Background: an optimization exercise with open tools, aiming at small area. Do not read the settings as production practice.
The RTL was checked by simulation tests, not by an equivalence proof against the original design.
The flow treats the clock pin as an ideal source. Dropping or thinning the clock tree relies on that and would not hold on a real chip.
Power and IR drop assume default switching activity.

==> delta: inputs <==
==> flow/design.v (excerpt) <==
module la_top (
    input  logic       clk,
    input  logic       rst_i,
    input  logic       cmd_req_i,
    input  logic [7:0] cmd_data_i,
    output logic       cmd_ack_o,
    output logic       rsp_req_o,
    output logic [7:0] rsp_data_o,
    input  logic       rsp_ack_i,
    input  logic [16:0] probe_i
);
    logic [15:0] sh;
    logic [15:0] word, wdin;
    logic        wload;
    logic [2:0]  wsel;
    logic        wv, rd_issue, busy;
    logic [5:0]  trig_loc;
    logic        start_req, stop_req;
    logic [3:0]  s_op, v_op;
    logic        s_arg;
    logic [15:0] v_arg;
    logic [15:0] regdata;
    logic [16:0] probe_prev;
    logic        trig;
    logic [2:0]  state;
    logic [5:0]  wptr;
    logic        we, go;
    logic [3:0]  rbank;
    logic [16:0] rdata;
    logic [1:0]  ph, dly;
    cmd_decoder i_cmd_decoder (
        .clk, .rst_i, .cmd_req_i, .cmd_data_i, .cmd_ack_o,
        .busy_i(busy), .sh_o(sh), .wload_i(wload), .wdin_i(wdin), .word_o(word), .wsel_o(wsel), .wv_o(wv), .rd_issue_o(rd_issue)
    );
    la_regs i_la_regs (
        .clk, .rst_i, .wv_i(wv), .wsel_i(wsel), .sh_i(sh),
        .state_i(state), .wptr_i(wptr),
        .trig_loc_o(trig_loc), .start_req_o(start_req), .stop_req_o(stop_req),
        .s_op_o(s_op), .s_arg_o(s_arg), .v_op_o(v_op), .v_arg_o(v_arg),
        .regdata_o(regdata)
    );
    trigger_unit i_trigger_unit (
        .clk, .probe_i, .s_op_i(s_op), .s_arg_i(s_arg), .v_op_i(v_op), .v_arg_i(v_arg),
        .probe_prev_o(probe_prev), .trig_o(trig)
    );
    capture_ctrl i_capture_ctrl (
        .clk, .rst_i, .start_req_i(start_req), .stop_req_i(stop_req),
        .trig_i(trig), .trig_loc_i(trig_loc),
        .state_o(state), .wptr_o(wptr), .we_o(we), .go_o(go)
    );
    sample_mem i_sample_mem (
        .clk, .rst_i, .probe_i, .probe_prev_i(probe_prev), .we_i(we), .go_i(go),
        .rbank_i(rbank), .rdata_o(rdata), .ph_o(ph), .dly_o(dly)
    );
    reply_encoder i_reply_encoder (
        .clk, .rst_i, .rd_issue_i(rd_issue), .sh_i(sh), .regdata_i(regdata),
  ...
Settings: LEC_CHECK=0, CAP_MARGIN=20, CORE_MARGIN=2, CORE_UTILIZATION=60, CTS_BUF_LIST=sky130_fd_sc_hd__clkbuf_8, CTS_CLUSTER_DIAMETER=60, CTS_CLUSTER_SIZE=23, PLACE_DENSITY=0.7, SLEW_MARGIN=20; clock period 8.0 ns.
standard.sh (not shown) runs the stock make flow with config.mk's settings and CLKGATE_MAP_FILE= SYNTH_SCRIPT=/design/flow/synth_recipe.tcl, a recipe that flattens the netlist after the stock synthesis.
==> flow/flow/run.sh <==
#!/bin/bash
# The standard layout (standard.sh), with these changes:
#  - synthesis maps logic with an area-oriented abc script and without
#    extract_fa (synth_wrap.tcl, abc_area.script); everything else in it is
#    synth_recipe.tcl, and the registers are the standard synthesis's;
#  - CTS adds no dummy loads, and after CTS the branch and leaf clock buffers
#    become inverters (clk_inv.tcl);
#  - ports are buffered with the smallest buffer (the resizer still sizes it).
# Each tool's output goes to its own log here: standard_cts.log and
# standard_finish.log (make, with ORFS's per-step logs under orfs/logs) and
# clk_inv.log (openroad).
set -euo pipefail
export FLOW_SYNTH_TCL="$PWD/synth_recipe.tcl"
export AREA_ABC_SCRIPT="$PWD/flow/abc_area.script"
export CTS_ARGS="-sink_clustering_enable -repair_clock_nets -sink_clustering_size 23 -sink_clustering_max_diameter 60 -buf_list sky130_fd_sc_hd__clkbuf_8 -dont_use_dummy_load"
export BUFFER_PORTS_ARGS="-buffer_cell sky130_fd_sc_hd__buf_1"
bash standard.sh SYNTH_SCRIPT="$PWD/flow/synth_wrap.tcl" cts > standard_cts.log 2>&1
R="$PWD/orfs/results/$FLOW_PLATFORM/la_top/base"
PLATFORM_DIR="$FLOW_HOME/platforms/$FLOW_PLATFORM" CTS_ODB="$R/4_cts.odb" CTS_SDC="$R/4_cts.sdc" \
  openroad -no_init -exit flow/clk_inv.tcl > clk_inv.log 2>&1
bash standard.sh SYNTH_SCRIPT="$PWD/flow/synth_wrap.tcl" finish > standard_finish.log 2>&1
==> flow/flow/clk_inv.tcl <==
# Runs between CTS and global routing. CTS builds the clock tree from
# clkbuf_8 buffers (root, one level of branch buffers, leaf buffers). The
# branch and leaf buffers are replaced here by inv_8 inverters in the same
# place: two inversions on every path keep the clock's polarity, and inv_8
# is smaller than clkbuf_8 with at least the same drive. The root buffer
# stays a buffer. Placement is unchanged (inv_8 is narrower than clkbuf_8);
# routing and the post-CTS repair steps follow in the standard flow.
read_lef $::env(PLATFORM_DIR)/lef/sky130_fd_sc_hd.tlef
read_lef $::env(PLATFORM_DIR)/lef/sky130_fd_sc_hd_merged.lef
read_liberty $::env(PLATFORM_DIR)/lib/sky130_fd_sc_hd__tt_025C_1v80.lib
read_db $::env(CTS_ODB)
read_sdc $::env(CTS_SDC)
source $::env(PLATFORM_DIR)/setRC.tcl

set db [ord::get_db]
set block [ord::get_db_block]
set inv [$db findMaster sky130_fd_sc_hd__inv_8]

proc buf_to_inv {inst inv} {
  set block [ord::get_db_block]
  set name [$inst getName]
  set loc [$inst getLocation]
  set orient [$inst getOrient]
  set innet [[$inst findITerm A] getNet]
  set outnet [[$inst findITerm X] getNet]
  odb::dbInst_destroy $inst
  set ni [odb::dbInst_create $block $inv $name]
  $ni setOrient $orient
  $ni setLocation [lindex $loc 0] [lindex $loc 1]
  $ni setPlacementStatus PLACED
  [$ni findITerm A] connect $innet
  [$ni findITerm Y] connect $outnet
}

# every path is root -> branch -> leaf -> register; check that before
# touching anything, so that each register sees exactly two inversions
set leaves {}
set branches {}
foreach inst [$block getInsts] {
  set m [[$inst getMaster] getName]
  set n [$inst getName]
  if {$m ne "sky130_fd_sc_hd__clkbuf_8"} { continue }
  if {[string match "clkbuf_leaf_*_clk" $n]} { lappend leaves $inst }
  if {[string match "clkbuf_*__f_clk" $n]} { lappend branches $inst }
}
set ok 1
foreach b $branches {
  foreach it [[[$b findITerm X] getNet] getITerms] {
    set i [$it getInst]
    if {$i eq $b} { continue }
    if {[lsearch -exact $leaves $i] < 0} { set ok 0; puts "branch [$b getName] drives [$i getName]" }
  }
}
foreach l $leaves {
  set drv [[[$l findITerm A] getNet] getName]
  if {![string match "clknet_*__leaf_clk" $drv]} { set ok 0; puts "leaf [$l getName] driven by $drv" }
  foreach it [[[$l findITerm X] getNet] getITerms] {
    set i [$it getInst]
    if {$i eq $l} { continue }
    if {![string match "*df*" [[$i getMaster] getName]]} { set ok 0; puts "leaf [$l getName] drives [$i getName]" }
  }
}
puts "leaf buffers [llength $leaves], branch buffers [llength $branches], tree shape ok: $ok"
if {$ok && [llength $leaves] > 0 && [llength $branches] > 0} {
  foreach i [concat $leaves $branches] { buf_to_inv $i $inv }
  estimate_parasitics -placement
  set w 0
  foreach p [get_pins -hierarchical */CLK] {
    foreach s [list [get_property $p slew_max_rise] [get_property $p slew_max_fall]] { if {$s > $w} { set w $s } }
  }
  puts "worst register clock pin slew after the change: $w"
  report_worst_slack -min
  report_worst_slack -max
  write_db $::env(CTS_ODB)
} else {
  puts "clock tree left as CTS built it"
}
Other scripts of this flow, unchanged in this note and not shown: flow/flow/abc_area.script, flow/flow/synth_wrap.tcl
==> tundra (differences from delta) <==
--- a/flow/config.mk
+++ b/flow/config.mk
@@ -7,9 +7,9 @@
 export LEC_CHECK = 0
 export CAP_MARGIN = 20
 export CORE_MARGIN = 2
-export CORE_UTILIZATION = 60
+export CORE_UTILIZATION = 66
 export CTS_BUF_LIST = sky130_fd_sc_hd__clkbuf_8
 export CTS_CLUSTER_DIAMETER = 60
 export CTS_CLUSTER_SIZE = 23
-export PLACE_DENSITY = 0.7
+export PLACE_DENSITY = 0.85
 export SLEW_MARGIN = 20
==> lagoon (differences from delta) <==
--- a/flow/config.mk
+++ b/flow/config.mk
@@ -11,5 +11,5 @@
 export CTS_BUF_LIST = sky130_fd_sc_hd__clkbuf_8
 export CTS_CLUSTER_DIAMETER = 60
 export CTS_CLUSTER_SIZE = 23
-export PLACE_DENSITY = 0.7
+export PLACE_DENSITY = 0.75
 export SLEW_MARGIN = 20
==> xenon (differences from delta) <==
==> flow/flow/run.sh (replaced) <==
#!/bin/bash
# The standard layout (standard.sh), with these changes:
#  - synthesis maps logic with an area-oriented abc script (synth_wrap.tcl,
#    abc_area.script); everything else in it is synth_recipe.tcl;
#  - CTS adds no dummy loads to balance the clock tree;
#  - ports are buffered with the smallest buffer (the resizer still sizes it).
# The whole make output goes to standard_run.log; ORFS writes its per-step
# logs under orfs/logs.
set -euo pipefail
export FLOW_SYNTH_TCL="$PWD/synth_recipe.tcl"
export AREA_ABC_SCRIPT="$PWD/flow/abc_area.script"
export CTS_ARGS="-sink_clustering_enable -repair_clock_nets -sink_clustering_size 19 -sink_clustering_max_diameter 60 -buf_list sky130_fd_sc_hd__clkbuf_8 -dont_use_dummy_load"
export BUFFER_PORTS_ARGS="-buffer_cell sky130_fd_sc_hd__buf_1"
bash standard.sh SYNTH_SCRIPT="$PWD/flow/synth_wrap.tcl" finish > standard_run.log 2>&1
--- a/flow/config.mk
+++ b/flow/config.mk
@@ -10,6 +10,5 @@
 export CORE_UTILIZATION = 60
 export CTS_BUF_LIST = sky130_fd_sc_hd__clkbuf_8
 export CTS_CLUSTER_DIAMETER = 60
-export CTS_CLUSTER_SIZE = 23
-export PLACE_DENSITY = 0.7
+export CTS_CLUSTER_SIZE = 17
 export SLEW_MARGIN = 20
removed: flow/flow/clk_inv.tcl
==> key figures <==
STA
  – Worst setup margin: around 1.4 ns
  – Slew margin rel.: 0.212

Status
  – Status: complete, no violations

Floorplanning
  – Initial Util: 0.665
  – Well Taps: 622

Routing
  – Via density: 6.12
  – Met2 routed WL: 37700 um
  – M1 WL: around 34000 um

Power and ir drop
  – Combinational gate power: 0.280 mW
  – Internal: 6.78 mW
  – Clock share of power: 0.260

Setup path
  – Worst reg2reg path depth: 19

GRT
  – Met1 Use GR: 0.436

CTS
  – Clock slew at reported path FFs: 0.12 ns
The numbers above come from tundra.

==> key figures <==
Routing
  – Met2 routed WL: ~37000 um
  – Via density: 5.75
  – M1 WL: 36800 um

Floorplanning
  – Initial Util: 0.604
  – Well Taps: 696

Setup path
  – Worst reg2reg path depth: 18

Power and ir drop
  – Clock share of power: 0.276

Status
  – Status: complete, no violations

GRT
  – Met1 Use GR: 0.416
The numbers above come from xenon.

==> key figures <==
Status
  – Status: complete, no violations

Routing
  – M1 WL: around 35000 um

Synth
  – Dominant cell type by area after synthesis: dfxtp_1

Setup path
  – WP data arrival: around 4.8 ns

Power and ir drop
  – Maximum VDD drop: 0.216 mV
  – Internal: 6.77 mW
  – Clock share of power: 0.259
  – Combinational gate power: roughly 0.28 mW

Floorplanning
  – Initial Util: 0.604
  – Well Taps: 696

STA
  – Worst setup margin: 1.58 ns
  – Slew @ Worst Pin: 1.10 ns
  – Slew margin rel.: 0.265

GRT
  – Met1 Use GR: 0.405
The numbers above come from delta.

==> key figures <==
Routing
  – Via density: 5.82
  – Met2 routed WL: roughly 35000 um

CTS
  – Post-cts sizing count: 0
  – Clock slew at reported path FFs: 0.12 ns

Status
  – Status: complete, no violations

STA
  – Slew margin rel.: 0.210

Synth
  – Post-synth ARST share: 0
  – Dominant cell type by area after synthesis: dfxtp_1

Setup path
  – Worst reg2reg path depth: 17

GRT
  – Met1 Use GR: 0.408

Floorplanning
  – Initial Util: 0.604
The numbers above come from lagoon.

The clock cells of delta, tundra and lagoon come from the design's own scripts or RTL, not from TritonCTS.

-- what the ideal ports hide --
The results above use ideal ports. As a check the final layouts listed here were re-extracted and re-timed, cells and wires unchanged.
Step 1 sets driving cells, clkbuf_16 on the clock port and buf_2 on the other inputs (assumed; they add their load-dependent delay and slew).
Step 2 also shifts input and output timing later by t, the mid clock arrival at the registers, as if the neighbouring blocks saw the same clock.
Three values: no drivers, after step 1, after step 2; two values: the first two.
run	t (ns)	slack for setup (ns)	hold slack, ns	worst register clock-pin slew, ns
delta	0.741	1.583 / 1.529 / 2.270	0.256 / 0.256 / 0.256	0.12 / 0.12
tundra	0.738	1.444 / 1.390 / 2.128	0.287 / 0.287 / 0.287	0.12 / 0.12
lagoon	0.722	1.361 / 1.309 / 2.031	0.262 / 0.262 / 0.262	0.12 / 0.12
xenon	0.716	1.429 / 1.367 / 2.083	0.297 / 0.297 / 0.297	0.12 / 0.12
After both steps every run listed still meets setup and hold.
